What follows belongs to an exercise in optimizing a design on an open flow for small area, a short achievable clock period and few clock cycles; a production flow would make more cautious choices. At most, simulation tests tie the RTL to the original design; equivalence was not proved. The RTL of run 7 was laid out without a check of its function. Power and IR drop assume default switching activity.

[design.v]
package cpu_pkg;
  localparam int XLEN_DEFAULT = 32;
  localparam logic [5:0] OP_RTYPE = 6'h00;
  localparam logic [5:0] OP_ADDI  = 6'h08;
  localparam logic [5:0] OP_LW    = 6'h23;
  localparam logic [5:0] OP_SW    = 6'h2B;
  localparam logic [5:0] OP_BEQ   = 6'h04;
  localparam logic [5:0] OP_J     = 6'h02;
  localparam logic [5:0] FN_ADD = 6'h20;
  localparam logic [5:0] FN_SUB = 6'h22;
  localparam logic [5:0] FN_AND = 6'h24;
  localparam logic [5:0] FN_OR  = 6'h25;
  localparam logic [5:0] FN_SLT = 6'h2A;
  typedef enum logic [2:0] {S_FETCH, S_DECODE, S_EXEC, S_MEM, S_WB, S_HALT} cpu_state_e;
  typedef enum logic [2:0] {ALU_ADD, ALU_SUB, ALU_AND, ALU_OR, ALU_SLT} alu_op_e;
  function automatic logic is_legal(input logic [5:0] op, input logic [5:0] fn);
    case (op)
      OP_RTYPE:                            is_legal = (fn == FN_ADD) || (fn == FN_SUB) || (fn == FN_AND)
                                                   || (fn == FN_OR) || (fn == FN_SLT);
      OP_ADDI, OP_LW, OP_SW, OP_BEQ, OP_J: is_legal = 1'b1;
      default:                             is_legal = 1'b0;
    endcase
  endfunction
endpackage
module regfile #(
  parameter int XLEN = 32,
  parameter int NREG = 32
) (
  input  logic            clk,
  input  logic            rst_n,
  input  logic [4:0]      raddr1,
  input  logic [4:0]      raddr2,
  output logic [XLEN-1:0] rdata1,
  output logic [XLEN-1:0] rdata2,
  input  logic            we,
  input  logic [4:0]      waddr,
  input  logic [XLEN-1:0] wdata
);
  logic [XLEN-1:0] regs [32];
  genvar gi;
  generate
    for (gi = 0; gi < 32; gi++) begin : g_reg
      if (gi > 0 && gi < NREG) begin : g_impl
        logic [XLEN-1:0] q_reg;
        always_ff @(posedge clk) begin
          if (!rst_n)
            q_reg <= '0;
          else if (we && waddr == 5'(gi))
            q_reg <= wdata;
        end
        assign regs[gi] = q_reg;
      end else begin : g_zero
        assign regs[gi] = '0;
      end
    end
  endgenerate
  assign rdata1 = regs[raddr1];
  assign rdata2 = regs[raddr2];
endmodule
module multicycle_cpu #(
  parameter int              XLEN     = cpu_pkg::XLEN_DEFAULT,
  parameter int              NREG     = 32,
  parameter logic [XLEN-1:0] RESET_PC = '0
) (
  input  logic              Clock,
  input  logic              Reset,
  output logic              imem_req,
  output logic [XLEN-1:0]   imem_addr,
  input  logic              imem_ready,
  input  logic [31:0]       imem_rdata,
  output logic              dmem_req,
  output logic              dmem_we,
  output logic [XLEN-1:0]   dmem_addr,
  output logic [XLEN-1:0]   dmem_wdata,
  input  logic              dmem_ready,
  input  logic [XLEN-1:0]   dmem_rdata,
  output logic [XLEN-1:0]   Result,
  output logic [XLEN-1:0]   Addr,
  output logic              retire,
  output logic              halted
);
  logic [XLEN-1:0] pc_f;
  logic            halted_reg;
  logic [XLEN-1:0] result_reg;
  logic            x_valid, x_halt;
  logic [XLEN-1:0] x_pc, x_a, x_b, x_sd;
  logic            x_la, x_lb, x_fs;        
  logic            x_we, x_res, x_lw, x_sw, x_beq;
  logic            x_sub, x_and, x_or, x_slt;
  logic [4:0]      x_wa;
  logic            m_valid;
  logic [XLEN-1:0] m_pc, m_alu, m_sd;
  logic            m_we, m_res, m_lw, m_sw;
  logic [4:0]      m_wa;
  logic            m_mem, m_stall, m_done;
  logic [XLEN-1:0] m_wdata;
  assign m_mem   = m_lw || m_sw;
  assign m_stall = m_valid && m_mem && !dmem_ready;
  assign m_done  = m_valid && !m_stall;
  assign m_wdata = m_lw ? dmem_rdata : m_alu;
  logic [5:0]  f_op, f_fn;
  logic [4:0]  f_rs, f_rt, f_rd, f_wa;
  logic [15:0] f_imm;
  logic        f_rtype, f_alu_r, f_addi, f_lw, f_sw, f_beq, f_j, f_legal;
  logic        f_use_rt;
  assign f_op  = imem_rdata[31:26];
  assign f_fn  = imem_rdata[5:0];
  assign f_rs  = imem_rdata[25:21];
  assign f_rt  = imem_rdata[20:16];
  assign f_rd  = imem_rdata[15:11];
  assign f_imm = imem_rdata[15:0];
  assign f_rtype = (f_op == cpu_pkg::OP_RTYPE);
  assign f_alu_r = f_rtype && ((f_fn == cpu_pkg::FN_ADD) || (f_fn == cpu_pkg::FN_SUB) ||
                               (f_fn == cpu_pkg::FN_AND) || (f_fn == cpu_pkg::FN_OR) ||
                               (f_fn == cpu_pkg::FN_SLT));
  assign f_addi  = (f_op == cpu_pkg::OP_ADDI);
  assign f_lw    = (f_op == cpu_pkg::OP_LW);
  assign f_sw    = (f_op == cpu_pkg::OP_SW);
  assign f_beq   = (f_op == cpu_pkg::OP_BEQ);
  assign f_j     = (f_op == cpu_pkg::OP_J);
  assign f_legal = f_alu_r || f_addi || f_lw || f_sw || f_beq || f_j;
  assign f_use_rt = f_alu_r || f_beq;        
  assign f_wa    = f_rtype ? f_rd : f_rt;
  logic [XLEN-1:0] rf_rd1, rf_rd2, rv1, rv2;
  logic            rf_we;
  assign rf_we = m_done && m_we;
  regfile #(.XLEN(XLEN), .NREG(NREG)) u_regfile (
    .clk    (Clock),
    .rst_n  (Reset),
    .raddr1 (f_rs),
    .raddr2 (f_rt),
    .rdata1 (rf_rd1),
    .rdata2 (rf_rd2),
    .we     (rf_we),
    .waddr  (m_wa),
    .wdata  (m_wdata)
  );
  assign rv1 = (m_valid && m_we && m_wa == f_rs) ? m_wdata : rf_rd1;
  assign rv2 = (m_valid && m_we && m_wa == f_rt) ? m_wdata : rf_rd2;
  logic hx_rs, hx_rt, fx_rs, fx_rt;
  assign hx_rs  = x_valid && x_we && (x_wa == f_rs);
  assign hx_rt  = x_valid && x_we && (x_wa == f_rt);
  assign fx_rs  = hx_rs && !x_lw;           
  assign fx_rt  = hx_rt && !x_lw;
  logic [XLEN-1:0] xa, xb, xsd, bx, alu_res;
  logic [XLEN:0]   sum;
  logic            slt, br_taken;
  logic [XLEN-1:0] br_target;
  logic [XLEN-2:0] br_sum;
  assign xa  = x_la ? dmem_rdata : x_a;
  assign xb  = x_lb ? dmem_rdata : x_b;
  assign xsd = x_fs ? dmem_rdata : x_sd;
  assign bx  = x_sub ? ~xb : xb;
  assign sum = {xa, 1'b1} + {bx, x_sub};
  assign slt = (xa[XLEN-1] ^ xb[XLEN-1]) ? xa[XLEN-1] : sum[XLEN];
  always_comb begin
    if (x_and)      alu_res = xa & xb;
    else if (x_or)  alu_res = xa | xb;
    else if (x_slt) alu_res = {{(XLEN-1){1'b0}}, slt};
    else            alu_res = sum[XLEN:1];
  end
  assign br_sum    = {x_pc[XLEN-1:2], 1'b1} + {{(XLEN-17){x_sd[15]}}, x_sd[15:0], 1'b1};
  assign br_target = {br_sum[XLEN-2:1], 2'b00};
  assign br_taken  = x_valid && x_beq && (xa == xb);
  logic            f_acc;
  logic [XLEN-1:0] pc4, next_pc;
  assign pc4   = pc_f + XLEN'(4);
  assign f_acc = imem_ready && !m_stall && !br_taken && !x_halt && !halted_reg;
  always_comb begin
    if (m_stall)
      next_pc = x_valid || x_halt ? x_pc : pc_f;
    else if (br_taken)
      next_pc = br_target;
    else if (f_acc)
      next_pc = f_j ? {pc4[XLEN-1:28], imem_rdata[25:0], 2'b00} : pc4;
    else
      next_pc = pc_f;
  end
  always_ff @(posedge Clock) begin
    if (!Reset) begin
      pc_f       <= RESET_PC;
      halted_reg <= 1'b0;
      result_reg <= '0;
      x_valid    <= 1'b0;
      x_halt     <= 1'b0;
      m_valid    <= 1'b0;
    end else begin
      pc_f <= next_pc;
      x_valid <= f_acc && f_legal;
      x_halt  <= f_acc && !f_legal;
      if (x_halt && !m_stall)
        halted_reg <= 1'b1;
      if (!m_stall)
        m_valid <= x_valid;
      if (m_done && m_res)
        result_reg <= m_wdata;
    end
  end
  always_ff @(posedge Clock) begin
    x_pc  <= pc_f;
    x_a   <= fx_rs ? alu_res : rv1;
    x_b   <= (f_addi || f_lw || f_sw) ? {{(XLEN-16){f_imm[15]}}, f_imm} : fx_rt ? alu_res : rv2;
    x_sd  <= f_beq ? {{(XLEN-16){1'b0}}, f_imm} : fx_rt ? alu_res : rv2;
    x_la  <= hx_rs && x_lw;
    x_lb  <= hx_rt && f_use_rt && x_lw;
    x_fs  <= hx_rt && f_sw && x_lw;
    x_we  <= (f_alu_r || f_addi || f_lw) && (f_wa != 5'd0);
    x_wa  <= f_wa;
    x_res <= f_alu_r || f_addi || f_lw;
    x_lw  <= f_lw;
    x_sw  <= f_sw;
    x_beq <= f_beq;
    x_sub <= f_rtype && (f_fn == cpu_pkg::FN_SUB || f_fn == cpu_pkg::FN_SLT);
    x_and <= f_rtype && (f_fn == cpu_pkg::FN_AND);
    x_or  <= f_rtype && (f_fn == cpu_pkg::FN_OR);
    x_slt <= f_rtype && (f_fn == cpu_pkg::FN_SLT);
    if (!m_stall) begin
      m_pc  <= x_pc;
      m_alu <= alu_res;
      m_sd  <= xsd;
      m_we  <= x_we;
      m_wa  <= x_wa;
      m_res <= x_res;
      m_lw  <= x_lw;
      m_sw  <= x_sw;
    end
  end
  assign imem_req   = Reset && !halted_reg;
  assign imem_addr  = pc_f;
  assign dmem_req   = Reset && m_valid && m_mem;
  assign dmem_we    = m_sw;
  assign dmem_addr  = m_alu;
  assign dmem_wdata = m_sd;
  assign retire = m_done;
  assign Addr   = m_pc;
  assign Result = result_reg;
  assign halted = halted_reg || (x_halt && !(m_valid && m_mem));
endmodule
[constraint.sdc]
create_clock -name core_clock -period 6.0 [get_ports {Clock}]
set_input_delay 1.2000 -clock core_clock [delete_from_list [all_inputs] [get_ports {Clock}]]
set_output_delay 1.2000 -clock core_clock [all_outputs]
set_load 0.01 [all_outputs]
[config.mk]
export PLATFORM = sky130hd
export DESIGN_NAME = multicycle_cpu
export DESIGN_NICKNAME = multicycle_cpu
export VERILOG_FILES = /design/flow/design.v
export SDC_FILE = /design/flow/constraint.sdc
export NUM_CORES = 4
export LEC_CHECK = 0
export CAP_MARGIN = 20
export CORE_MARGIN = 2
export CORE_UTILIZATION = 45
export PLACE_DENSITY = 0.6
export SETUP_SLACK_MARGIN = 3.0
export SLEW_MARGIN = 20
[run.sh]
#!/bin/bash
# synth_recipe.tcl (not shown) runs the flow's synth.tcl, then flattens the netlist and writes it again
# the make line also repeats each setting of config.mk as NAME=value (left out here)
make -C /OpenROAD-flow-scripts/flow DESIGN_CONFIG=/design/flow/config.mk WORK_HOME=/design/flow/orfs CLKGATE_MAP_FILE= SYNTH_SCRIPT=/design/flow/synth_recipe.tcl finish
==> results of run 1 <==
==> cell type report <==
| cell class | count | share of cell area |
|---|---|---|
| Antenna cell | 22 | 0.000659 |
| Clock buffer | 210 | 0.0513 |
| Clock inverter | 60 | 0.00809 |
| Inverter | 112 | 0.00547 |
| Multi-Input combinational cell | 5230 | 0.450 |
| Sequential cell | 1310 | 0.327 |
| Tap cell | 1890 | 0.0283 |
| Timing Repair Buffer | 1045 | 0.129 |
| Timing Repair inverter | 5 | 0.000479 |
==> what timing repair did <==
| item | in CTS | in global routing |
|---|---|---|
| endpoints found under the setup margin | 1229 | 823 |
| gates cloned | 29 | 8 |
| buffers inserted | 437 | 90 |
| resized for setup | 860 | 268 |
| hold endpoints to repair | 0 | 0 |
| pin swaps | 242 | 162 |
==> placed cells by master (no fill, tap or decap), types with 54 or more instances in the layout <==
cell type and n:
a22oi_1 876, dfxtp_1 1171, nor3_1 67, nor2_4 98, a222oi_1 54, a21oi_1 77, nand3_1 98, inv_1 97
o21ai_0 56, buf_12 115, dlygate4sd2_1 60, a211oi_1 1049, buf_6 128, clkdlybuf4s50_1 119, edfxtp_1 105, buf_4 543
xnor2_1 54, mux2_2 76, nor2_1 1125, nand2_1 435, nand4_1 75, mux2i_4 59, ha_1 93, nor4_1 58
clkbuf_16 156
==> logic make-up (layout without fill, tap and decap cells) <==
logic type                 Yosys count  after routing  synth area share
AOI/OAI and AO/OA                 2568           2569             0.298
xor gates and xnor gates           112            112            0.0154
adders and majority gates          125            125            0.0247
buffers and inverters              851           1432            0.0525
DFF                               1310           1310             0.428
muxes                              189            189            0.0317
other                                0             22                 0
and+or+nand+nor                   2223           2235             0.149
==> metal layers <==
layer	share of wire	vias up
met3	0.16	2324
met4	0.098	26
met1	0.35	33300
met5	0.0018	-
li1	-	28700
met2	0.39	6837
==> critical path, delay by kind of cell <==
kind | cells | cell delay (ps)
compound gates | 8 | 1910
xor+xnor | 1 | 210
fa+ha+maj | 1 | 300
buf+inv | 2 | 460
mux | 1 | 270
==> power breakdown <==
part           internal [uW]  total (uW)  switching [uW]
Combinational            345        1100             757
Sequential              8840        8890            51.8
Clock                   5460        9450            3990
==> per-stage QoR <==
stage	cell area, um^2	total power (uW)	worst slack (ps)	utilization	hold slack (ps)
after CTS	81400	19300	2430	0.577	380
final	83500	19400	2360	0.592	382
after global routing	83500	19800	2340	0.592	393
after floorplan	64100	9450	2220	-	386
after detailed placement	69400	9900	565	0.492	369
after global placement	69400	9900	592	0.492	362
==> worst max path at each step <==
stage | startpoint | end | depth (start not counted)
5_1_grt | x_lb | x_sd[28] | 15
4_1_cts | dmem_rdata[10] | x_b[29] | 12
3_5_place_dp | imem_rdata[25] | x_a[6] | 12
2_1_floorplan | dmem_rdata[27] | x_sd[28] | 13
6_report | dmem_rdata[10] | x_b[29] | 13
3_3_place_gp | imem_rdata[25] | x_a[6] | 12
==> results.toml, run 1 <==
[run_status]
outcome = "timing/DRC/antenna clean"

[logic_synthesis]
synth_edf_count = 105
synth.distinct_cells = 101
ys_warn_count = 3
synth_top_area_frac = 0.379
ys.flop_type = "dfxtp_1"
synth.area.top_cells = "dfxtp_1 (38%), a211oi_1 (13%), a22oi_1 (10%)"
synth_most_common_cell = "nor2_1"
synth_top_area_cell = "dfxtp_1"
syn-num-nets = 7571
synthCells = 7378
synth_area_um2 = 63700
ys_top_cells_by_count = "nor2_1 (1217), dfxtp_1 (1205), a211oi_1 (1065), a22oi_1 (880), clkbuf_1 (616)"
synth-seq-cells = 1310
synthArstFlopShare = 0
synth_area_per_cell_um2 = 8.63
yosysSeqAreaShare = 0.428

[global_routing]
track_usage = 0.468
use_met2 = 0.646
overflow = 0
grt_pass1_vias = 63800
grt_pass1_wl_um = 490000
antenna_found_initial = 27
top_usage_layer = "met2"
use_met3 = 0.205
grt_max_degree = 207
grtUsageMet1 = 0.575

[timing]
drv_slew = 0
min_period_over_period = 0.607
fmax_mhz = 275
setup_tns_ps = 0
slew_headroom = 0.189
skew_ps = 27.8
worst_pin_slew_ps = 1220
hold_violations = 0
rsz0062_at_grt = "yes"
period_minus_slack_ps = 3640
setup_viol = 0

[setup_path]
cp_slowest_cell = "o41a_1"
cpPeakStageDelay_ps = 400
r2r_end = "x_b[29]"
r2r_slack_ps = 2360
r2r-start = "x_lb"
reg2reg_depth = 14
critPathArrivalTime_ps = 4370
setup.worst_path.start_class = "primary input"
worstSetupPathType = "in -> reg"
cp_data_required_time_ps = 6720
path_common_cell = "a21o_1"
critPathCaptureType = "flop"
path_max_fanout = 7
crit_path_cell_trace = "clkdlybuf4s15_2 > mux2i_4 > xnor2_1 > ha_4 > a21o_4 > a21o_1 > a21oi_4 > a21o_1 > a2111oi_4 > o41a_1 > buf_6 > o21a_1 > a21o_1"

[final_layout]
area_delta_synth_final_pct = 31.2
seqCellArea_um2 = 27300
fin_nets = 8044
fin_cells = 9884
multi_input_area_um2 = 37600
fillers = 12200
largest_reg_flops = 992
drive_gt1_frac = 0.230

[placed_design]
dp_cells = 9027
gp_congestion = 1.03
hpwl_um = 206000
io_buffers = 232

[clocking]
clkLatencyLatePin_ps = 840
hold_buffers = 0
root_buffer = "clkbuf_16"
clockBufferDepth = 3
clkSinkCount = 1310
tritoncts = "done"
ctsHtreeMaxLevel = 4
cts_made_buffers = 147
clkTransAtPathRegs_ps = 60

[drt]
via_per_inst = 7.20
drtIter0Drc = 14400
firstDrtPassIters = 17
drc = 0
vias = 71200
drtAntennaViolNets = 0
wire_per_inst_um = 36.7
wirelength_um = 363000

[floorplan]
die_h_um = 380
die_area_um2 = 144000
io_pins = 233
rows = 138
initial_core_util = 0.451
coreArea_um2 = 141000
chipWidth_um = 380

[power_and_ir_drop]
power_density_nw_per_um2 = 233
ir_drop_mv = 0.244
p_leak_uw = 0.0305

[run]
max_cap_viol_count = 0

[min_path]
hold_depth = 0
hold_start = "pc_f[1]"
min_to = "x_pc[1]"
worst_hold_path_type = "reg -> reg"
Testbench counts, summed over its fixed seeds: cycles 16,535.
==> run 2, diff against run 1 <==
--- a/design.v
+++ b/design.v
@@ -162,18 +162,18 @@
   assign br_sum    = {x_pc[XLEN-1:2], 1'b1} + {{(XLEN-17){x_sd[15]}}, x_sd[15:0], 1'b1};
   assign br_target = {br_sum[XLEN-2:1], 2'b00};
-  assign br_taken  = x_valid && x_beq && (xa == xb);
+  assign br_taken  = x_beq && (xa == xb);
   logic            f_acc;
   logic [XLEN-1:0] pc4, next_pc;
   assign pc4   = pc_f + XLEN'(4);
   assign f_acc = imem_ready && !m_stall && !br_taken && !x_halt && !halted_reg;
+  logic [XLEN-1:0] seq_pc;
   always_comb begin
     if (m_stall)
-      next_pc = x_valid || x_halt ? x_pc : pc_f;
-    else if (br_taken)
-      next_pc = br_target;
+      seq_pc = x_valid || x_halt ? x_pc : pc_f;
     else if (f_acc)
-      next_pc = f_j ? {pc4[XLEN-1:28], imem_rdata[25:0], 2'b00} : pc4;
+      seq_pc = f_j ? {pc4[XLEN-1:28], imem_rdata[25:0], 2'b00} : pc4;
     else
-      next_pc = pc_f;
+      seq_pc = pc_f;
+    next_pc = (br_taken && !m_stall) ? br_target : seq_pc;
   end
   always_ff @(posedge Clock) begin
@@ -183,4 +183,5 @@
       result_reg <= '0;
       x_valid    <= 1'b0;
+      x_beq      <= 1'b0;
       x_halt     <= 1'b0;
       m_valid    <= 1'b0;
@@ -188,4 +189,5 @@
       pc_f <= next_pc;
       x_valid <= f_acc && f_legal;
+      x_beq   <= f_acc && f_beq;
       x_halt  <= f_acc && !f_legal;
       if (x_halt && !m_stall)
@@ -210,5 +212,4 @@
     x_lw  <= f_lw;
     x_sw  <= f_sw;
-    x_beq <= f_beq;
     x_sub <= f_rtype && (f_fn == cpu_pkg::FN_SUB || f_fn == cpu_pkg::FN_SLT);
     x_and <= f_rtype && (f_fn == cpu_pkg::FN_AND);
--- a/config.mk
+++ b/config.mk
@@ -6,8 +6,11 @@
 export NUM_CORES = 4
 export LEC_CHECK = 0
+export ABC_AREA = 1
 export CAP_MARGIN = 20
 export CORE_MARGIN = 2
 export CORE_UTILIZATION = 45
+export CTS_CLUSTER_DIAMETER = 60
+export CTS_CLUSTER_SIZE = 24
 export PLACE_DENSITY = 0.6
-export SETUP_SLACK_MARGIN = 3.0
+export SETUP_SLACK_MARGIN = 2.5
 export SLEW_MARGIN = 20
==> run 2 against run 1 <==
First-iteration DRC count fell by 25%. Routed wire length down 9.7%. Highest routed layer unchanged. Still clean. Core utilization shrank 4.6 points. Largest cell class unchanged. Global-route usage fell by 4.4 points.
==> results.toml, run 2 <==
[timing]
slew_headroom = 0.183
rsz0062_at_grt = "yes"
min_period_over_period = 0.596
whs_ps = 385
drv_slew = 0
worst_slack_ps = 2430
fmax_mhz = 280
skew_ps = 31.2
setup_viol = 0
period_minus_slack_ps = 3570
worst_pin_slew_ps = 1220
setup_tns_ps = 0
hold_violations = 0

[power_and_ir_drop]
seq_power_share = 0.480
power_frac_comb = 0.063
p_switching_uw = 4960
p_int_uw = 13700
ir_drop_mv = 0.246
p_leak_uw = 0.0286
power_frac_clock = 0.457
power_density_nw_per_um2 = 238
p_sw_frac = 0.266
fin_total_pwr_uw = 18700

[clocking]
clkLatencyLatePin_ps = 800
root_buffer = "clkbuf_16"
clockBufferDepth = 3
hold_buffers = 0
clkTransAtPathRegs_ps = 70
cts_made_buffers = 119
clkSinkCount = 1310
ctsHtreeMaxLevel = 3
tritoncts = "done"

[logic_synthesis]
synth_top_area_cell = "dfxtp_1"
synth.area.top_cells = "dfxtp_1 (37%), o21ai_0 (9.3%), a21oi_1 (9.1%)"
synth-seq-cells = 1310
yosysSeqAreaShare = 0.417
synthCells = 9087
ys_warn_count = 3
ys.flop_type = "dfxtp_1"
synth_top_area_frac = 0.369
synthArstFlopShare = 0
syn-num-nets = 9280
synth_area_per_cell_um2 = 7.19
synth.distinct_cells = 52
synth_edf_count = 105
ys_top_cells_by_count = "inv_1 (1208), o21ai_0 (1208), dfxtp_1 (1205), a21oi_1 (1185), nand2_1 (1149)"
synth_area_um2 = 65300

[run_status]
outcome = "timing/DRC/antenna clean"

[floorplan]
io_pins = 233
die_area_um2 = 148000
die_h_um = 385
rows = 139
coreArea_um2 = 144000
chipWidth_um = 385
initial_core_util = 0.454

[final_layout]
drive_gt1_frac = 0.135
fin_nets = 9433
final_cell_mix = "dfxtp_1 (1201), inv_1 (1161), a21oi_1 (1161), o21ai_0 (1126), nand2_1 (1074)"
mostFrequentLayoutCell = "dfxtp_1"
area_delta_synth_final_pct = 20.2
post-route-util = 0.546
largest_reg_flops = 992

[global_routing]
grt_pass1_wl_um = 458000
antenna_found_initial = 26
overflow = 0
track_usage = 0.424
grt_pass1_vias = 63200
grt_max_degree = 238

[drt]
drc = 0
drtAntennaViolNets = 0
wire_per_inst_um = 29.1
wirelength_um = 328000
vias = 70300
via_per_inst = 6.24
firstDrtPassIters = 8
drtIter0Drc = 10800

[setup_path]
worstSetupPathType = "in -> reg"
path_common_cell = "nand3_1"
critPathArrivalTime_ps = 4220
cpPeakStageDelay_ps = 400
cp_data_required_time_ps = 6650
crit_path_cell_trace = "buf_2 > inv_2 > nand2_1 > buf_4 > nor2_2 > nand2_2 > buf_12 > o22ai_1 > a221oi_4 > nand3_1 > o21ai_2 > o211ai_1 > nand3_1 > o21ai_1"
path_max_fanout = 18
cp_slowest_cell = "o21ai_2"
setup.worst_path.start_class = "primary input"
critPathCaptureType = "flop"

[placed_design]
io_buffers = 232
place_ws_ps = 418
gp_congestion = 1.09
hpwl_um = 229000

[run]
max_cap_viol_count = 0

[min_path]
worst_hold_path_type = "reg -> reg"
run 2: layout make-up:
type	instances	area (um^2)
Antenna cell	11	27.5
Clock buffer	139	3210
Clock inverter	87	1110
Fill cell	13800	65300
Inverter	1249	4780
Multi-Input combinational cell	5859	33300
Sequential cell	1310	27300
Tap cell	1903	2380
Timing Repair Buffer	701	6450
run 2: what timing repair did:
action                                 CTS  global route
resized for setup                      373           335
endpoints found under the hold margin    0             0
pin swaps                               48            76
cloned                                   2             4
setup endpoints to repair              743           300
buffers inserted                        42            33
run 2: path summary, 6_finish.rpt:
check,from,end,slack (ps),cells past startpoint
max,imem_rdata[18],x_sd[7],2430,14
min,pc_f[1],x_pc[1],390,0
max reg2reg,m_wa[2],u_regfile.g_reg[22].g_impl.q_reg[14],2580,9
min reg2reg,pc_f[1],x_pc[1],390,0
run 2: through the flow:
step | std cells | area (um^2)
detailed placement | 10900 | 70700
finish | 11300 | 78600
CTS | 11200 | 76800
global route | 11200 | 78500
global placement | 10900 | 70600
floorplan | 9087 | 65300
run 2: worst max-delay path: cells and delay by family:
| family | cells | cell delay, ps |
|---|---|---|
| simple gates | 5 | 970 |
| buf+inv | 4 | 830 |
| compound gates | 5 | 1200 |
run 2: kinds of logic after synthesis:
kind of cell    Yosys count  share of synthesized area
flops                  1310                      0.417
fa+ha+maj               125                     0.0240
xor+xnor                 76                     0.0102
simple gates           2261                      0.149
buf+inv                1918                      0.113
compound gates         3397                      0.287
run 2: power by group through the flow:
stage	combinational, uW	sequential (uW)	clock (uW)
floorplan	540	9140	0
global placement	1050	9150	0
detailed placement	1060	9150	0
CTS	1090	8950	8560
global route	1230	8960	8890
finish	1180	8950	8530
run 2: routing by layer:
metal	GRT usage	wire, um
met4	0.280	25300
met2	0.621	136000
met3	0.125	43000
met5	0	166
met1	0.539	123000
Testbench counts of run 2, summed over its fixed seeds: cycles 16,535.
==> run 3, diff against run 2 <==
--- a/config.mk
+++ b/config.mk
@@ -10,7 +10,7 @@
 export CORE_MARGIN = 2
 export CORE_UTILIZATION = 45
-export CTS_CLUSTER_DIAMETER = 60
-export CTS_CLUSTER_SIZE = 24
+export CTS_CLUSTER_DIAMETER = 70
+export CTS_CLUSTER_SIZE = 30
 export PLACE_DENSITY = 0.6
-export SETUP_SLACK_MARGIN = 2.5
+export SETUP_SLACK_MARGIN = 2.8
 export SLEW_MARGIN = 20
==> run 3 against run 2 <==
Still clean on timing, DRC and antenna. Combinational power rose by 13%. Worst setup slack improved by 120 ps. Design area rose by 4.6%. Routed wire length rose by 4.5%. Die area did not move. Fmax rose by 3.6%. Hold slack got worse by 9.9 ps. Clock skew rose by 15 ps. Via count rose by 1.7%. First-iteration DRC count fell by 7.3%. Clock power fell by 8.2%. Synthesized cell count did not move. Largest power group unchanged.
==> results.toml, run 3 <==
[setup_path]
r2r_slack_ps = 2690
cp_slowest_cell = "nand4_1"
reg2reg_depth = 13
setup.worst_path.start_class = "primary input"
worstSetupPathType = "in -> reg"
critPathCaptureType = "flop"
r2r-start = "m_lw"
startpoint = "imem_rdata[24]"
path_max_fanout = 10
cpPeakStageDelay_ps = 560
r2r_end = "x_b[26]"
cp_data_required_time_ps = 6640
critPathArrivalTime_ps = 4090
crit_path_cell_trace = "buf_4 > inv_6 > nor2_4 > inv_1 > nor2_4 > nand2_4 > buf_12 > o22ai_1 > nor4_2 > buf_4 > nand4_1 > nand2_2 > o21ai_2 > nand2_1 > o21ai_0"

[timing]
min_period_over_period = 0.575
setup_tns_ps = 0
worst_pin_slew_ps = 1300
whs_ps = 376
drv_slew = 0
period_minus_slack_ps = 3450
hold_violations = 0
skew_ps = 46.1
rsz0062_at_grt = "yes"
setup_viol = 0
slew_headroom = 0.137
worst_slack_ps = 2550
fmax_mhz = 290

[floorplan]
initial_core_util = 0.454
die_area_um2 = 148000
rows = 139
io_pins = 233
die_h_um = 385
chipWidth_um = 385
coreArea_um2 = 144000

[drt]
wirelength_um = 342000
drc = 0
drtAntennaViolNets = 0
drtIter0Drc = 9988
via_per_inst = 6.26
firstDrtPassIters = 7
vias = 71500
wire_per_inst_um = 30.0

[power_and_ir_drop]
p_sw_frac = 0.279
p_switching_uw = 5050
ir_drop_mv = 0.253
seq_power_share = 0.494
power_frac_clock = 0.432
p_leak_uw = 0.0304
power_frac_comb = 0.073
p_int_uw = 13000
power_density_nw_per_um2 = 220

[logic_synthesis]
synth_top_area_frac = 0.369
synthCells = 9087
ys_top_cells_by_count = "inv_1 (1208), o21ai_0 (1208), dfxtp_1 (1205), a21oi_1 (1185), nand2_1 (1149)"
synth_area_per_cell_um2 = 7.19
syn-num-nets = 9280
synth_edf_count = 105
synth.area.top_cells = "dfxtp_1 (37%), o21ai_0 (9.3%), a21oi_1 (9.1%)"
synth_top_area_cell = "dfxtp_1"
synthArstFlopShare = 0
yosysSeqAreaShare = 0.417
synth-seq-cells = 1310
synth_area_um2 = 65300
synth.distinct_cells = 52
ys.flop_type = "dfxtp_1"
ys_warn_count = 3

[global_routing]
grt_pass1_wl_um = 474000
antenna_found_initial = 23
grt_pass1_vias = 64100
overflow = 0
track_usage = 0.442
grt_max_degree = 265

[clocking]
clkTransAtPathRegs_ps = 100
clkSinkCount = 1310
ctsHtreeMaxLevel = 3
clkLatencyLatePin_ps = 780
root_buffer = "clkbuf_16"
clockBufferDepth = 3
cts_made_buffers = 102
hold_buffers = 0
tritoncts = "done"

[final_layout]
seqCellArea_um2 = 27300
post-route-util = 0.571
largest_reg_flops = 992
fin_cells = 11400
area_delta_synth_final_pct = 25.8
fin_nets = 9609
final_cell_mix = "dfxtp_1 (1200), a21oi_1 (1142), inv_1 (1126), o21ai_0 (1072), nand2_1 (989)"
fillers = 13400
multi_input_area_um2 = 35100
mostFrequentLayoutCell = "dfxtp_1"
drive_gt1_frac = 0.178

[run]
max_cap_viol_count = 0

[min_path]
hold_start = "pc_f[0]"
hold_depth = 0
min_to = "x_pc[0]"
worst_hold_path_type = "reg -> reg"

[placed_design]
place_ws_ps = 181
io_buffers = 232
hpwl_um = 231000
gp_congestion = 1.05
dp_cells = 11000

[run_status]
outcome = "timing/DRC/antenna clean"
run 3: metal layers:
metal	global-route usage	up-vias	routed length, um
met2	0.641	4725	140000
li1	-	31900	-
met4	0.308	28	29400
met1	0.561	33700	130000
met5	0	-	310
met3	0.132	1165	42700
run 3: worst max-delay path by stage:
stage | end | slack (ps)
after floorplan | m_alu[0] | 2790
after global placement | x_b[1] | -500
after detailed placement | x_sd[3] | 180
after CTS | pc_f[29] | 2730
after global routing | x_a[7] | 2660
final | x_a[7] | 2550
run 3: worst max-delay path, delay by kind of cell:
kind / cells / cell delay [ps]
buf+inv: 5 / 880
simple gates: 7 / 1660
compound gates: 3 / 320
run 3: through the flow:
| step | total power (uW) | cell area (um^2) |
|---|---|---|
| finish | 18100 | 82200 |
| global placement | 10200 | 71200 |
| floorplan | 9680 | 65500 |
| detailed placement | 10200 | 71300 |
| CTS | 18000 | 79400 |
| global route | 18500 | 82200 |
run 3: cells by family (layout without fill, tap and decap cells):
logic type | after synthesis | after routing | synth area share
compound gates | 3397 | 3397 | 0.287
xor+xnor | 76 | 76 | 0.0102
fa+ha+maj | 125 | 125 | 0.0240
buf+inv | 1918 | 2333 | 0.113
flops | 1310 | 1310 | 0.417
other cells | 0 | 9 | 0
simple gates | 2261 | 2263 | 0.149
run 3: repair_timing:
item,4_1_cts,5_1_grt
pin swaps,153,181
gates cloned,23,7
resized for setup,729,475
endpoints found under the setup margin,632,337
buffers inserted,116,109
run 3: area by class of cell:
class                           instances  area share
Sequential cell                      1310       0.332
Antenna cell                            9    0.000274
Clock buffer                          109      0.0319
Multi-Input combinational cell       5861       0.427
Clock inverter                         83      0.0137
Tap cell                             1903      0.0290
Timing Repair Buffer                  890       0.106
Inverter                             1249      0.0598
Timing Repair inverter                  2    0.000183
run 3: power groups by stage:
stage | clock network [uW] | logic, uW | registers, uW
floorplan | 0 | 545 | 9140
global placement | 0 | 1060 | 9150
detailed placement | 0 | 1070 | 9150
CTS | 7850 | 1200 | 8950
global route | 8160 | 1370 | 8960
finish | 7830 | 1330 | 8950
==> run 4, diff against run 3 <==
--- a/config.mk
+++ b/config.mk
@@ -9,8 +9,8 @@
 export CAP_MARGIN = 20
 export CORE_MARGIN = 2
-export CORE_UTILIZATION = 45
+export CORE_UTILIZATION = 55
 export CTS_CLUSTER_DIAMETER = 70
 export CTS_CLUSTER_SIZE = 30
-export PLACE_DENSITY = 0.6
+export PLACE_DENSITY = 0.65
 export SETUP_SLACK_MARGIN = 2.8
 export SLEW_MARGIN = 20
==> run 4 against run 3 <==
Still clean. Clock power down 5.2%. Area after synthesis stayed put. Worst setup slack better by 56 ps. Global-route usage grew 5.9 points. Largest cell class unchanged. Highest routed layer unchanged.
==> results.toml, run 4 <==
[logic_synthesis]
synthCells = 9087
synth_edf_count = 105
synth-seq-cells = 1310
ys.flop_type = "dfxtp_1"
synth.area.top_cells = "dfxtp_1 (37%), o21ai_0 (9.3%), a21oi_1 (9.1%)"
ys_top_cells_by_count = "inv_1 (1208), o21ai_0 (1208), dfxtp_1 (1205), a21oi_1 (1185), nand2_1 (1149)"
synth_area_um2 = 65300
synth_top_area_cell = "dfxtp_1"
yosysSeqAreaShare = 0.417
ys_warn_count = 3
synthArstFlopShare = 0
synth.distinct_cells = 52
syn-num-nets = 9280
synth_top_area_frac = 0.369
synth_area_per_cell_um2 = 7.19

[run_status]
outcome = "timing/DRC/antenna clean"

[min_path]
hold_start = "pc_f[0]"
worst_hold_path_type = "reg -> reg"

[timing]
period_minus_slack_ps = 3400
fmax_mhz = 295
hold_violations = 0
worst_pin_slew_ps = 1170
setup_viol = 0
min_period_over_period = 0.566
rsz0062_at_grt = "yes"
slew_headroom = 0.221
setup_tns_ps = 0
skew_ps = 55.1
drv_slew = 0

[placed_design]
hpwl_um = 215000
gp_congestion = 1.04
placedInstanceArea_um2 = 69700
io_buffers = 232

[final_layout]
final_area_um2 = 80100
largest_reg_flops = 992
post-route-util = 0.680
fin_nets = 9500
area_delta_synth_final_pct = 22.6
mostFrequentLayoutCell = "dfxtp_1"
final_cell_mix = "dfxtp_1 (1200), a21oi_1 (1146), inv_1 (1134), o21ai_0 (1103), nand2_1 (1030)"
drive_gt1_frac = 0.158

[drt]
wire_per_inst_um = 29.6
drc = 0
vias = 73000
drtIter0Drc = 12900
firstDrtPassIters = 10
drtAntennaViolNets = 0
wirelength_um = 323000
via_per_inst = 6.68

[clocking]
clkTransAtPathRegs_ps = 90
clkLatencyLatePin_ps = 770
hold_buffers = 0
clockBufferDepth = 3
tritoncts = "done"
cts_made_buffers = 89
clkSinkCount = 1310
ctsHtreeMaxLevel = 3
root_buffer = "clkbuf_16"

[global_routing]
overflow = 0
grt_max_degree = 323
antenna_found_initial = 37
grt_pass1_wl_um = 448000
track_usage = 0.501
grt_pass1_vias = 64000

[power_and_ir_drop]
ir_drop_mv = 0.267
power_density_nw_per_um2 = 220
p_leak_uw = 0.0297

[setup_path]
path_max_fanout = 27
setup.worst_path.start_class = "primary input"
r2r-start = "x_lb"
startpoint = "imem_rdata[19]"
critPathArrivalTime_ps = 3990
critPathCaptureType = "flop"
worstSetupPathType = "in -> reg"
cp_data_required_time_ps = 6590

[floorplan]
coreArea_um2 = 118000
rows = 126
die_area_um2 = 122000
io_pins = 233
chipWidth_um = 349
die_h_um = 349
initial_core_util = 0.554

[run]
max_cap_viol_count = 0
## run 4: power breakdown
| part | switching (uW) | internal (uW) |
|---|---|---|
| Clock | 4110 | 3310 |
| Combinational | 858 | 428 |
| Sequential | 100 | 8870 |
| Total | 5070 | 12600 |
## run 4: worst max-delay path: stages
cell	delay, ps
buf_4	180
nand2_4	150
nor2_1	70
nand2_1	90
buf_8	310
clkinvlp_4	250
nand2_1	110
o21ai_0	390
nor4_1	390
a31oi_1	250
o21ai_1	330
nand2_1	90
nand2_1	70
nand2_1	50
## run 4: cell type report
| cell class | count | area [um^2] |
|---|---|---|
| repair inverters | 4 | 33.8 |
| clock buffers | 91 | 2270 |
| multi-input cells | 5860 | 34500 |
| diodes | 17 | 42.5 |
| flip-flops and latches | 1310 | 27300 |
| inverters | 1249 | 4870 |
| repair buffers | 793 | 8010 |
| well taps | 1536 | 1920 |
| clock inverters | 75 | 1220 |
| fillers | 9922 | 37800 |
## run 4: path summary, 6_finish.rpt
kind	to	slack [ps]	depth (start not counted)
hold / removal	x_pc[0]	390	0
hold reg to reg	x_pc[0]	390	0
setup reg to reg	pc_f[12]	2750	18
setup / recovery	x_b[27]	2600	14
## run 4: kinds of logic after synthesis
family | count (synthesis) | synth area share
flops | 1310 | 0.417
buf+inv | 1918 | 0.113
xor+xnor | 76 | 0.0102
compound gates | 3397 | 0.287
fa+ha+maj | 125 | 0.0240
simple gates | 2261 | 0.149
## run 4: routing by layer
metal	global-route usage	up-vias	part of all wire
li1	-	31600	-
met4	0.373	28	0.10
met3	0.169	1799	0.15
met1	0.615	33500	0.35
met5	0	-	0.00053
met2	0.728	6074	0.40
## run 4: per-stage QoR
step                setup WS [ps]  power, uW  hold slack [ps]  std cells
floorplan                    2790       9680              386       9087
finish                       2600      17700              393      10900
detailed placement            604      10200              379      10500
CTS                          2750      17500              387      10800
global route                 2640      18000              390      10900
global placement              243      10200              372      10500
## run 4: what timing repair did
item | CTS | global route
endpoints found under the setup margin | 365 | 288
gates cloned | 18 | 11
pin swaps | 147 | 167
hold endpoints to repair | 0 | 0
resized for setup | 642 | 438
setup buffers | 132 | 115
==> run 5, diff against run 4 <==
--- a/design.v
+++ b/design.v
@@ -38,4 +38,6 @@
 );
   logic [XLEN-1:0] regs [32];
+  logic [XLEN-1:0] wdata_r;
+  assign wdata_r = rst_n ? wdata : '0;
   genvar gi;
   generate
@@ -44,8 +46,6 @@
         logic [XLEN-1:0] q_reg;
         always_ff @(posedge clk) begin
-          if (!rst_n)
-            q_reg <= '0;
-          else if (we && waddr == 5'(gi))
-            q_reg <= wdata;
+          if (!rst_n || (we && waddr == 5'(gi)))
+            q_reg <= wdata_r;
         end
         assign regs[gi] = q_reg;
==> run 5 against run 4 <==
Clock skew decreased by 13 ps. Still clean on timing, DRC and antenna. Worst setup slack improved by 72 ps. Register-to-register slack improved by 70 ps. Hold slack got worse by 6.0 ps. Critical path depth increased by 1. Count of clock-buffer cells in the layout decreased by 8.
==> results.toml, run 5 <==
[run_status]
outcome = "timing/DRC/antenna clean"

[setup_path]
critPathCaptureType = "flop"
r2r_slack_ps = 2820
cp_data_required_time_ps = 6610
setup.worst_path.start_class = "primary input"
path_max_fanout = 12
critPathArrivalTime_ps = 3930
worstSetupPathType = "in -> reg"

[final_layout]
largest_reg_flops = 992
seqCellArea_um2 = 37200
fillers = 8712
multi_input_area_um2 = 25300
final_cell_mix = "nand2_1 (1361), edfxtp_1 (1097), inv_1 (674), buf_4 (474), nor2_1 (314)"
fin_nets = 7238
fin_cells = 8629
mostFrequentLayoutCell = "nand2_1"
final_area_um2 = 77600
drive_gt1_frac = 0.204
area_delta_synth_final_pct = 23.3

[timing]
fmax_mhz = 301
setup_tns_ps = 0
worst_pin_slew_ps = 1230
setup_viol = 0
slew_headroom = 0.170
whs_ps = 387
drv_slew = 0
skew_ps = 42.1
period_minus_slack_ps = 3320
rsz0062_at_grt = "yes"
min_period_over_period = 0.554
hold_violations = 0

[global_routing]
overflow = 0
antenna_found_initial = 11
track_usage = 0.469
grt_max_degree = 65
grt_pass1_vias = 52100
grt_pass1_wl_um = 386000

[power_and_ir_drop]
p_int_uw = 17600
power_density_nw_per_um2 = 353
p_sw_frac = 0.358
power_frac_clock = 0.239
p_leak_uw = 0.0306
ir_drop_mv = 0.323
p_switching_uw = 9800
fin_total_pwr_uw = 27400
seq_power_share = 0.475
power_frac_comb = 0.287

[floorplan]
io_pins = 233
initial_core_util = 0.553
die_h_um = 342
chipWidth_um = 342
die_area_um2 = 117000
rows = 124
coreArea_um2 = 114000

[placed_design]
dp_cells = 8251
hpwl_um = 190000
placedInstanceArea_um2 = 69300
io_buffers = 232
gp_congestion = 1.11

[logic_synthesis]
synth.area.top_cells = "edfxtp_1 (52%), nand2_1 (8.9%), dfxtp_1 (6.8%)"
synthArstFlopShare = 0
ys_warn_count = 3
synth_edf_count = 1097
yosysSeqAreaShare = 0.591
synth_area_um2 = 62900
synth.distinct_cells = 56
ys_top_cells_by_count = "nand2_1 (1489), edfxtp_1 (1097), inv_1 (739), o21ai_0 (410), nor2_1 (390)"
syn-num-nets = 6654
synth-seq-cells = 1310
synth_top_area_cell = "edfxtp_1"
synth_most_common_cell = "nand2_1"
synth_top_area_frac = 0.523
synth_area_per_cell_um2 = 9.74
synthCells = 6461
ys.flop_type = "edfxtp_1"

[clocking]
clkLatencyLatePin_ps = 750
ctsHtreeMaxLevel = 3
clkTransAtPathRegs_ps = 100
cts_made_buffers = 81
clockBufferDepth = 3
clkSinkCount = 1310
tritoncts = "done"
hold_buffers = 0
root_buffer = "clkbuf_16"

[drt]
vias = 57400
drtIter0Drc = 9958
drc = 0
via_per_inst = 6.65
wire_per_inst_um = 32.9
drtAntennaViolNets = 0
wirelength_um = 284000
firstDrtPassIters = 8

[run]
max_cap_viol_count = 0

[min_path]
worst_hold_path_type = "reg -> reg"
==> run 5: cells by family (layout without fill, tap and decap cells) <==
logic type,after synthesis,after routing,synth area share
XOR/XNOR,74,74,0.0103
buffers and inverters,1063,1713,0.0657
flip-flops,1310,1310,0.591
other,0,6,0
AO/OA/AOI/OAI,1421,1421,0.141
AND/OR/NAND/NOR,2468,2468,0.167
adder cells (fa/ha/maj),125,125,0.0250
==> run 5: critical path, stage by stage <==
cell     delay (ps)
buf_6           180
buf_12          190
nor3_4           50
buf_12          150
buf_4           170
nand2_1          60
nand4_1         200
nor3_4          620
nand4_1         480
nand2_1         190
o21ai_1          80
nand2_1         120
nand2_1          60
nand2_1          60
nand2_1          50
==> run 5: power by group through the flow <==
stage               Sequential, uW  Combinational (uW)  Clock [uW]
global route                 13100                8130        6780
detailed placement           13100                6020           0
global placement             13100                5980           0
CTS                          12900                6860        6500
floorplan                    12900                2990           0
finish                       13000                7860        6540
==> run 5: per-stage QoR <==
step | worst slack [ps] | utilization
2_1_floorplan | 2380 | -
3_3_place_gp | 698 | 0.608
3_5_place_dp | 679 | 0.609
5_1_grt | 2610 | 0.681
4_1_cts | 2740 | 0.663
6_report | 2680 | 0.681
==> run 5: worst paths after layout <==
path,start,cells after the start,end
worst max-delay path,imem_rdata[20],15,x_b[28]
worst min-delay path,pc_f[1],0,x_pc[1]
worst max register to register,x_lb,19,x_b[28]
worst min register to register,pc_f[1],0,x_pc[1]
==> run 5: what timing repair did <==
action	CTS	global route
endpoints found under the setup margin	1083	154
resized for setup	591	346
pin swaps	149	165
setup buffers	122	86
gates cloned	9	4
==> run 5: layer usage <==
layer,GRT usage,share of wire
met1,0.598,0.34
met5,0.00899,0.00073
met3,0.159,0.15
met4,0.340,0.091
met2,0.667,0.41
==> run 5: layout make-up <==
| cell class | instances | share of cell area |
|---|---|---|
| clock buffer | 83 | 0.0262 |
| antenna | 6 | 0.000194 |
| tap | 1512 | 0.0244 |
| multi-input combinational | 4088 | 0.327 |
| inverter | 790 | 0.0407 |
| timing repair inverter | 4 | 0.000371 |
| clock inverter | 66 | 0.0113 |
| timing repair buffer | 770 | 0.0904 |
| sequential | 1310 | 0.480 |
Testbench counts of run 5, summed over its fixed seeds: cycles 16,535.
==> run 6, diff against run 5 <==
--- a/config.mk
+++ b/config.mk
@@ -10,5 +10,5 @@
 export CORE_MARGIN = 2
 export CORE_UTILIZATION = 55
-export CTS_CLUSTER_DIAMETER = 70
+export CTS_CLUSTER_DIAMETER = 60
 export CTS_CLUSTER_SIZE = 30
 export PLACE_DENSITY = 0.65
==> run 6 against run 5 <==
Design area grew 1.7%. Critical endpoint is now x_a[3]. Area after synthesis is the same. Critical path depth shrank 1. Synthesized cell count is the same. Fmax shrank 0.81%. Flip-flop and latch count is the same. Critical path type unchanged. Core utilization grew 1.2 points.
==> results.toml, run 6 <==
[run_status]
outcome = "timing/DRC/antenna clean"

[global_routing]
grt_max_degree = 65
antenna_found_initial = 14
grt_pass1_vias = 52300
overflow = 0
track_usage = 0.471
grt_pass1_wl_um = 388000

[power_and_ir_drop]
seq_power_share = 0.452
ir_drop_mv = 0.437
p_leak_uw = 0.0312
fin_total_pwr_uw = 28800
p_switching_uw = 10100
power_frac_clock = 0.277
p_sw_frac = 0.352
power_frac_comb = 0.271
p_int_uw = 18700
power_density_nw_per_um2 = 365

[setup_path]
critPathCaptureType = "flop"
critPathArrivalTime_ps = 4020
cp_data_required_time_ps = 6670
worstSetupPathType = "in -> reg"
path_max_fanout = 9
setup.worst_path.start_class = "primary input"

[logic_synthesis]
synthArstFlopShare = 0
ys_top_cells_by_count = "nand2_1 (1489), edfxtp_1 (1097), inv_1 (739), o21ai_0 (410), nor2_1 (390)"
synth_area_um2 = 62900
yosysSeqAreaShare = 0.591
synth_edf_count = 1097
synth_area_per_cell_um2 = 9.74
synth.area.top_cells = "edfxtp_1 (52%), nand2_1 (8.9%), dfxtp_1 (6.8%)"
ys_warn_count = 3
synth_top_area_frac = 0.523
synth_top_area_cell = "edfxtp_1"
synth-seq-cells = 1310
synthCells = 6461
synth.distinct_cells = 56
syn-num-nets = 6654
synth_most_common_cell = "nand2_1"
ys.flop_type = "edfxtp_1"

[floorplan]
chipWidth_um = 342
io_pins = 233
coreArea_um2 = 114000
rows = 124
die_area_um2 = 117000
die_h_um = 342
initial_core_util = 0.553

[drt]
wirelength_um = 285000
firstDrtPassIters = 10
drc = 0
drtIter0Drc = 9796
drtAntennaViolNets = 0
vias = 57500
wire_per_inst_um = 32.8
via_per_inst = 6.64

[timing]
rsz0062_at_grt = "yes"
slew_headroom = 0.164
skew_ps = 43.3
fmax_mhz = 298
worst_pin_slew_ps = 1240
setup_tns_ps = 0
drv_slew = 0
setup_viol = 0
period_minus_slack_ps = 3350
hold_violations = 0
min_period_over_period = 0.558

[placed_design]
gp_congestion = 1.11
io_buffers = 232
hpwl_um = 190000

[clocking]
clkTransAtPathRegs_ps = 90
tritoncts = "done"
root_buffer = "clkbuf_16"
clockBufferDepth = 3
clkSinkCount = 1310
cts_made_buffers = 111
clkLatencyLatePin_ps = 770
ctsHtreeMaxLevel = 3

[final_layout]
largest_reg_flops = 992
area_delta_synth_final_pct = 25.4
drive_gt1_frac = 0.214
final_cell_mix = "nand2_1 (1362), edfxtp_1 (1097), inv_1 (674), buf_4 (448), nor2_1 (321)"
mostFrequentLayoutCell = "nand2_1"
fin_nets = 7249
post-route-util = 0.693

[run]
max_cap_viol_count = 0

[min_path]
worst_hold_path_type = "reg -> reg"
run 6: cell families (layout without fill, tap and decap cells):
kind of cell	after synthesis	after routing	synth area share
adders and majority gates	125	125	0.0250
other	0	3	0
xor gates and xnor gates	74	74	0.0103
AOI/OAI and AO/OA	1421	1421	0.141
DFF	1310	1310	0.591
and+or+nand+nor	2468	2468	0.167
buffers and inverters	1063	1754	0.0657
run 6: metal layers:
layer,track usage,vias up,share of wire
met2,0.668,4992,0.41
met1,0.602,27300,0.34
met5,0,-,0.0013
li1,-,24100,-
met3,0.162,1157,0.16
met4,0.339,16,0.091
run 6: critical path: stages:
cell and delay [ps]:
clkbuf_4 190, inv_1 70, nand2_1 190, nor2_2 180, nand2_2 120, inv_2 160, buf_4 240, a22o_1 210
a21oi_1 130, nand4_1 600, o21ai_2 430, o211ai_1 120, o21ai_1 100, inv_1 50
run 6: stage by stage:
stage	hold slack, ps	cell area (um^2)	std cells	worst slack [ps]
detailed placement	372	69300	8251	679
global placement	364	69300	8249	698
finish	385	78900	8667	2650
floorplan	386	63400	6461	2380
CTS	385	76300	8576	2730
global route	391	78900	8665	2700
run 6: power by group through the flow:
stage                     clock network (uW)  logic, uW  registers, uW
after floorplan                            0       2990          12900
after global placement                     0       5980          13100
after detailed placement                   0       6020          13100
after CTS                               7940       6720          12900
after global routing                    8270       8080          13100
final                                   7970       7800          13000
run 6: cell type report:
cell class,instances,area (um^2)
repair buffers,751,6930
inverters,790,3170
clock buffers,118,2880
diodes,3,7.51
multi-input cells,4088,25700
well taps,1512,1890
clock inverters,91,1160
fillers,8598,34900
repair inverters,4,27.5
flip-flops and latches,1310,37200
run 6: final timing paths:
kind | from | end | slack [ps] | cells past startpoint
max | imem_rdata[23] | x_a[3] | 2650 | 14
min | pc_f[0] | x_pc[0] | 390 | 0
max reg2reg | x_lb | pc_f[21] | 2790 | 17
min reg2reg | pc_f[0] | x_pc[0] | 390 | 0
run 6: repair_timing:
item,4_1_cts,5_1_grt
resized for setup,529,470
cloned,8,4
endpoints found under the setup margin,978,253
hold buffers,0,0
pin swaps,126,179
setup buffers,108,84
==> run 7, diff against run 6 <==
--- a/design.v
+++ b/design.v
@@ -38,6 +38,4 @@
 );
   logic [XLEN-1:0] regs [32];
-  logic [XLEN-1:0] wdata_r;
-  assign wdata_r = rst_n ? wdata : '0;
   genvar gi;
   generate
@@ -46,6 +44,8 @@
         logic [XLEN-1:0] q_reg;
         always_ff @(posedge clk) begin
-          if (!rst_n || (we && waddr == 5'(gi)))
-            q_reg <= wdata_r;
+          if (!rst_n)
+            q_reg <= '0;
+          else if (we && waddr == 5'(gi))
+            q_reg <= wdata;
         end
         assign regs[gi] = q_reg;
@@ -85,5 +85,5 @@
   logic            x_valid, x_halt;
   logic [XLEN-1:0] x_pc, x_a, x_b, x_sd;
-  logic            x_la, x_lb, x_fs;        
+  logic            x_fa, x_fb, x_fs;        
   logic            x_we, x_res, x_lw, x_sw, x_beq;
   logic            x_sub, x_and, x_or, x_slt;
@@ -138,9 +138,8 @@
   assign rv1 = (m_valid && m_we && m_wa == f_rs) ? m_wdata : rf_rd1;
   assign rv2 = (m_valid && m_we && m_wa == f_rt) ? m_wdata : rf_rd2;
-  logic hx_rs, hx_rt, fx_rs, fx_rt;
+  logic hx_rs, hx_rt, ld_use;
   assign hx_rs  = x_valid && x_we && (x_wa == f_rs);
   assign hx_rt  = x_valid && x_we && (x_wa == f_rt);
-  assign fx_rs  = hx_rs && !x_lw;           
-  assign fx_rt  = hx_rt && !x_lw;
+  assign ld_use = x_lw && (hx_rs || (hx_rt && f_use_rt));
   logic [XLEN-1:0] xa, xb, xsd, bx, alu_res;
   logic [XLEN:0]   sum;
@@ -148,7 +147,7 @@
   logic [XLEN-1:0] br_target;
   logic [XLEN-2:0] br_sum;
-  assign xa  = x_la ? dmem_rdata : x_a;
-  assign xb  = x_lb ? dmem_rdata : x_b;
-  assign xsd = x_fs ? dmem_rdata : x_sd;
+  assign xa  = x_fa ? m_alu : x_a;
+  assign xb  = x_fb ? m_alu : x_b;
+  assign xsd = x_fs ? m_wdata : x_sd;
   assign bx  = x_sub ? ~xb : xb;
   assign sum = {xa, 1'b1} + {bx, x_sub};
@@ -162,18 +161,18 @@
   assign br_sum    = {x_pc[XLEN-1:2], 1'b1} + {{(XLEN-17){x_sd[15]}}, x_sd[15:0], 1'b1};
   assign br_target = {br_sum[XLEN-2:1], 2'b00};
-  assign br_taken  = x_beq && (xa == xb);
+  assign br_taken  = x_valid && x_beq && (xa == xb);
   logic            f_acc;
   logic [XLEN-1:0] pc4, next_pc;
   assign pc4   = pc_f + XLEN'(4);
-  assign f_acc = imem_ready && !m_stall && !br_taken && !x_halt && !halted_reg;
-  logic [XLEN-1:0] seq_pc;
+  assign f_acc = imem_ready && !m_stall && !br_taken && !ld_use && !x_halt && !halted_reg;
   always_comb begin
     if (m_stall)
-      seq_pc = x_valid || x_halt ? x_pc : pc_f;
+      next_pc = x_valid || x_halt ? x_pc : pc_f;
+    else if (br_taken)
+      next_pc = br_target;
     else if (f_acc)
-      seq_pc = f_j ? {pc4[XLEN-1:28], imem_rdata[25:0], 2'b00} : pc4;
+      next_pc = f_j ? {pc4[XLEN-1:28], imem_rdata[25:0], 2'b00} : pc4;
     else
-      seq_pc = pc_f;
-    next_pc = (br_taken && !m_stall) ? br_target : seq_pc;
+      next_pc = pc_f;
   end
   always_ff @(posedge Clock) begin
@@ -183,5 +182,4 @@
       result_reg <= '0;
       x_valid    <= 1'b0;
-      x_beq      <= 1'b0;
       x_halt     <= 1'b0;
       m_valid    <= 1'b0;
@@ -189,5 +187,4 @@
       pc_f <= next_pc;
       x_valid <= f_acc && f_legal;
-      x_beq   <= f_acc && f_beq;
       x_halt  <= f_acc && !f_legal;
       if (x_halt && !m_stall)
@@ -201,10 +198,10 @@
   always_ff @(posedge Clock) begin
     x_pc  <= pc_f;
-    x_a   <= fx_rs ? alu_res : rv1;
-    x_b   <= (f_addi || f_lw || f_sw) ? {{(XLEN-16){f_imm[15]}}, f_imm} : fx_rt ? alu_res : rv2;
-    x_sd  <= f_beq ? {{(XLEN-16){1'b0}}, f_imm} : fx_rt ? alu_res : rv2;
-    x_la  <= hx_rs && x_lw;
-    x_lb  <= hx_rt && f_use_rt && x_lw;
-    x_fs  <= hx_rt && f_sw && x_lw;
+    x_a   <= rv1;
+    x_b   <= (f_addi || f_lw || f_sw) ? {{(XLEN-16){f_imm[15]}}, f_imm} : rv2;
+    x_sd  <= {rv2[XLEN-1:16], f_beq ? f_imm : rv2[15:0]};
+    x_fa  <= hx_rs;
+    x_fb  <= hx_rt && f_use_rt;
+    x_fs  <= hx_rt && f_sw;
     x_we  <= (f_alu_r || f_addi || f_lw) && (f_wa != 5'd0);
     x_wa  <= f_wa;
@@ -212,4 +209,5 @@
     x_lw  <= f_lw;
     x_sw  <= f_sw;
+    x_beq <= f_beq;
     x_sub <= f_rtype && (f_fn == cpu_pkg::FN_SUB || f_fn == cpu_pkg::FN_SLT);
     x_and <= f_rtype && (f_fn == cpu_pkg::FN_AND);
==> config.mk (replaced) <==
export PLATFORM = sky130hd
export DESIGN_NAME = multicycle_cpu
export DESIGN_NICKNAME = multicycle_cpu
export VERILOG_FILES = /design/flow/design.v
export SDC_FILE = /design/flow/constraint.sdc
export NUM_CORES = 4
export LEC_CHECK = 0
export CAP_MARGIN = 20
export CORE_MARGIN = 2
export CORE_UTILIZATION = 30
export PLACE_DENSITY = 0.5
export SLEW_MARGIN = 20
==> run 7 against run 6 <==
Final cell count grew 12%. Highest routed layer unchanged. Total power shrank 33%. Critical endpoint is now x_b[18]. Still clean on timing, DRC and antenna. Flip-flop and latch count is the same. Worst setup slack lost 1400 ps. Design area shrank 6.6%. Routed wire length grew 23%. Via count grew 10%. Count of clock-buffer cells in the layout grew 97. Critical path type unchanged.
==> results.toml, run 7 <==
[run_status]
outcome = "timing/DRC/antenna clean"

[placed_design]
gp_congestion = 0.968
hpwl_um = 222000
placedInstanceArea_um2 = 68700
io_buffers = 232

[logic_synthesis]
synth-xor-area-share = 0.0182
synth_compound_area_frac = 0.308
ys_top_cells_by_count = "nor2_1 (1307), dfxtp_1 (1205), a211oi_1 (1067), clkbuf_1 (566), a22oi_1 (341)"
ys.flop_type = "dfxtp_1"
synth_fa_ha_area_frac = 0.0255
synth_area_per_cell_um2 = 8.90
synthArstFlopShare = 0
synth_edf_count = 105
synth_mux_area_frac = 0.0216
syn-num-nets = 7130
synth_most_common_cell = "nor2_1"
synth_top_area_cell = "dfxtp_1"
yosysSeqAreaShare = 0.442
synth_top_area_frac = 0.391
synth-seq-cells = 1310
synth_top_family_by_area = "compound AO/OA/AOI/OAI gates"
synth.area.top_cells = "dfxtp_1 (39%), a211oi_1 (13%), nor2_1 (7.9%)"
synth_area_um2 = 61700
synthCells = 6937
synth.distinct_cells = 86
ys_warn_count = 3
yosys.area_share.simple = 0.130

[drt]
drtAntennaViolNets = 0
via_per_inst = 6.50
firstDrtPassIters = 12
wire_per_inst_um = 35.8
wirelength_um = 349000
drtIter0Drc = 11300
vias = 63300
drc = 0

[setup_path]
critPathArrivalTime_ps = 5400
r2r-start = "x_fb"
r2r_end = "pc_f[9]"
r2r_slack_ps = 1290
critPathCaptureType = "flop"
setup.worst_path.start_class = "primary input"
cp_data_required_time_ps = 6660
startpoint = "imem_rdata[19]"
path_max_fanout = 13
worstSetupPathType = "in -> reg"
reg2reg_depth = 12

[final_layout]
area_delta_synth_final_pct = 19.5
post-route-util = 0.361
final_cell_mix = "nor2_1 (1219), dfxtp_1 (1200), a211oi_1 (1067), a22oi_1 (341), a221oi_1 (298)"
fillers = 20600
fin_nets = 7104
final_area_um2 = 73800
multi_input_area_um2 = 32200
seqCellArea_um2 = 27300
largest_reg_flops = 992
drive_gt1_frac = 0.105
mostFrequentLayoutCell = "nor2_1"

[timing]
slew_headroom = 0.107
min_period_over_period = 0.790
hold_violations = 0
skew_ps = 38.6
fmax_mhz = 211
setup_viol = 0
rsz0062_at_grt = "no"
drv_slew = 0
period_minus_slack_ps = 4740
worst_pin_slew_ps = 1340
setup_tns_ps = 0

[min_path]
hold_depth = 0
min_to = "x_pc[0]"
worst_hold_path_type = "reg -> reg"
hold_start = "pc_f[0]"

[clocking]
post_cts_buffers = 0
ctsHtreeMaxLevel = 4
clkLatencyLatePin_ps = 830
tritoncts = "done"
cts_made_buffers = 149
clkSinkCount = 1310
clockBufferDepth = 3
clkTransAtPathRegs_ps = 60
root_buffer = "clkbuf_16"
hold_buffers = 0
cts_resized = 0

[power_and_ir_drop]
seq_power_share = 0.458
power_density_nw_per_um2 = 263
fin_total_pwr_uw = 19400
power_frac_clock = 0.493
p_sw_frac = 0.246
power_frac_comb = 0.049
p_int_uw = 14600
ir_drop_mv = 0.272
p_leak_uw = 0.0246
p_switching_uw = 4780

[floorplan]
coreArea_um2 = 205000
rows = 166
chipWidth_um = 458
die_h_um = 458
io_pins = 233
initial_core_util = 0.302
die_area_um2 = 209000

[global_routing]
grt_pass1_vias = 57900
grt_max_degree = 204
track_usage = 0.320
overflow = 0
grt_pass1_wl_um = 478000
antenna_found_initial = 26

[run]
max_cap_viol_count = 0
-- run 7: changes by cell type after synthesis, sizes merged, moves of 404 or more --
cell,delta
a211oi,+1014
clkbuf,+404
dfxtp,+992
edfxtp,-992
inv,-643
nand2,-1374
nor2,+913
-- run 7: power by group through the flow --
stage / clock network, uW / logic [uW] / registers (uW)
after floorplan: 0 / 412 / 9070
after global placement: 0 / 902 / 9090
after detailed placement: 0 / 906 / 9090
after CTS: 9620 / 909 / 8900
after global routing: 9980 / 960 / 8900
final: 9570 / 955 / 8900
-- run 7: kinds of logic after synthesis --
group / count (synthesis)
AND/OR/NAND/NOR: 1866
AO/OA/AOI/OAI: 2528
XOR/XNOR: 128
buffers and inverters: 851
flip-flops: 1310
multiplexers: 129
adder cells (fa/ha/maj): 125
-- run 7: worst max-delay path, cell delays in order --
cell and delay (ps):
clkdlybuf4s50_1 810, or2_1 680, nor2_4 340, buf_4 330, a22o_1 260, a221oi_1 260
nand4_1 180, nor2_1 750, buf_4 230, nor2_1 50, a21oi_1 200, a21oi_1 90
-- run 7: per-layer routing --
metal  vias up  wire length [um]  global-route usage
met4        18             22300               0.174
met3      1504             41700               0.100
met2      5054            148000               0.478
li1      26300                 -                   -
met1     30400            137000               0.408
met5         -               245             0.00574
-- run 7: worst max-delay path by stage --
| stage | end | slack, ps | depth (start not counted) |
|---|---|---|---|
| 2_1_floorplan | retire | 250 | 4 |
| 3_3_place_gp | x_b[30] | 380 | 12 |
| 3_5_place_dp | x_b[30] | 370 | 12 |
| 4_1_cts | x_b[30] | 1240 | 12 |
| 5_1_grt | pc_f[9] | 1090 | 12 |
| 6_report | x_b[18] | 1260 | 12 |
-- run 7: area by class of cell --
class                           count  share of cell area
Multi-Input combinational cell   4776               0.437
Tap cell                         2688              0.0456
Antenna cell                       19            0.000645
Clock buffer                      215              0.0599
Sequential cell                  1310               0.370
Clock inverter                     49             0.00823
Timing Repair Buffer              529              0.0712
Inverter                          145             0.00755
-- run 7: metrics by stage --
| step | setup WS, ps | std cells | hold WS (ps) |
|---|---|---|---|
| 6_report | 1260 | 9731 | 381 |
| 5_1_grt | 1090 | 9712 | 384 |
| 4_1_cts | 1240 | 9711 | 381 |
| 3_5_place_dp | 373 | 9447 | 373 |
| 3_3_place_gp | 375 | 9445 | 367 |
| 2_1_floorplan | 252 | 6937 | 386 |

[re-timing with driven ports]
Ports are ideal in the flow. The routed layouts listed here were re-timed in OpenROAD. Step 1: set_driving_cell puts a clkbuf_16 on Clock and a buf_2 on each other input, an assumption about the parent block. Step 2 adds t to the input delays and takes it off the output delays; t is the mean of the earliest and latest rising clock arrival at the registers after step 1. Input paths then give back, and output paths get back, about the clock's delay inside the block. Three values: ideal, step 1, step 2; two values: the first two.
run	t, ns	slack for setup (ns)	latest minus earliest clock arrival (ns)	cell pins on the clock port's net
run 1	0.916	2.358 / 2.359 / 1.490	0.043 / 0.043	1
run 2	0.871	2.426 / 2.323 / 1.473	0.031 / 0.031	1
run 3	0.845	2.549 / 2.597 / 1.752	0.046 / 0.046	1
run 4	0.820	2.605 / 2.596 / 1.776	0.057 / 0.056	1
run 5	0.810	2.676 / 2.660 / 1.849	0.045 / 0.045	1
run 6	0.826	2.649 / 2.654 / 1.867	0.046 / 0.046	1
run 7	0.911	1.260 / 1.292 / 0.413	0.039 / 0.039	1
After both steps every run listed still meets setup and hold. For run 2, which loses most, drivers alone change the setup slack by -0.103 ns; drivers and shift together by -0.953 ns.
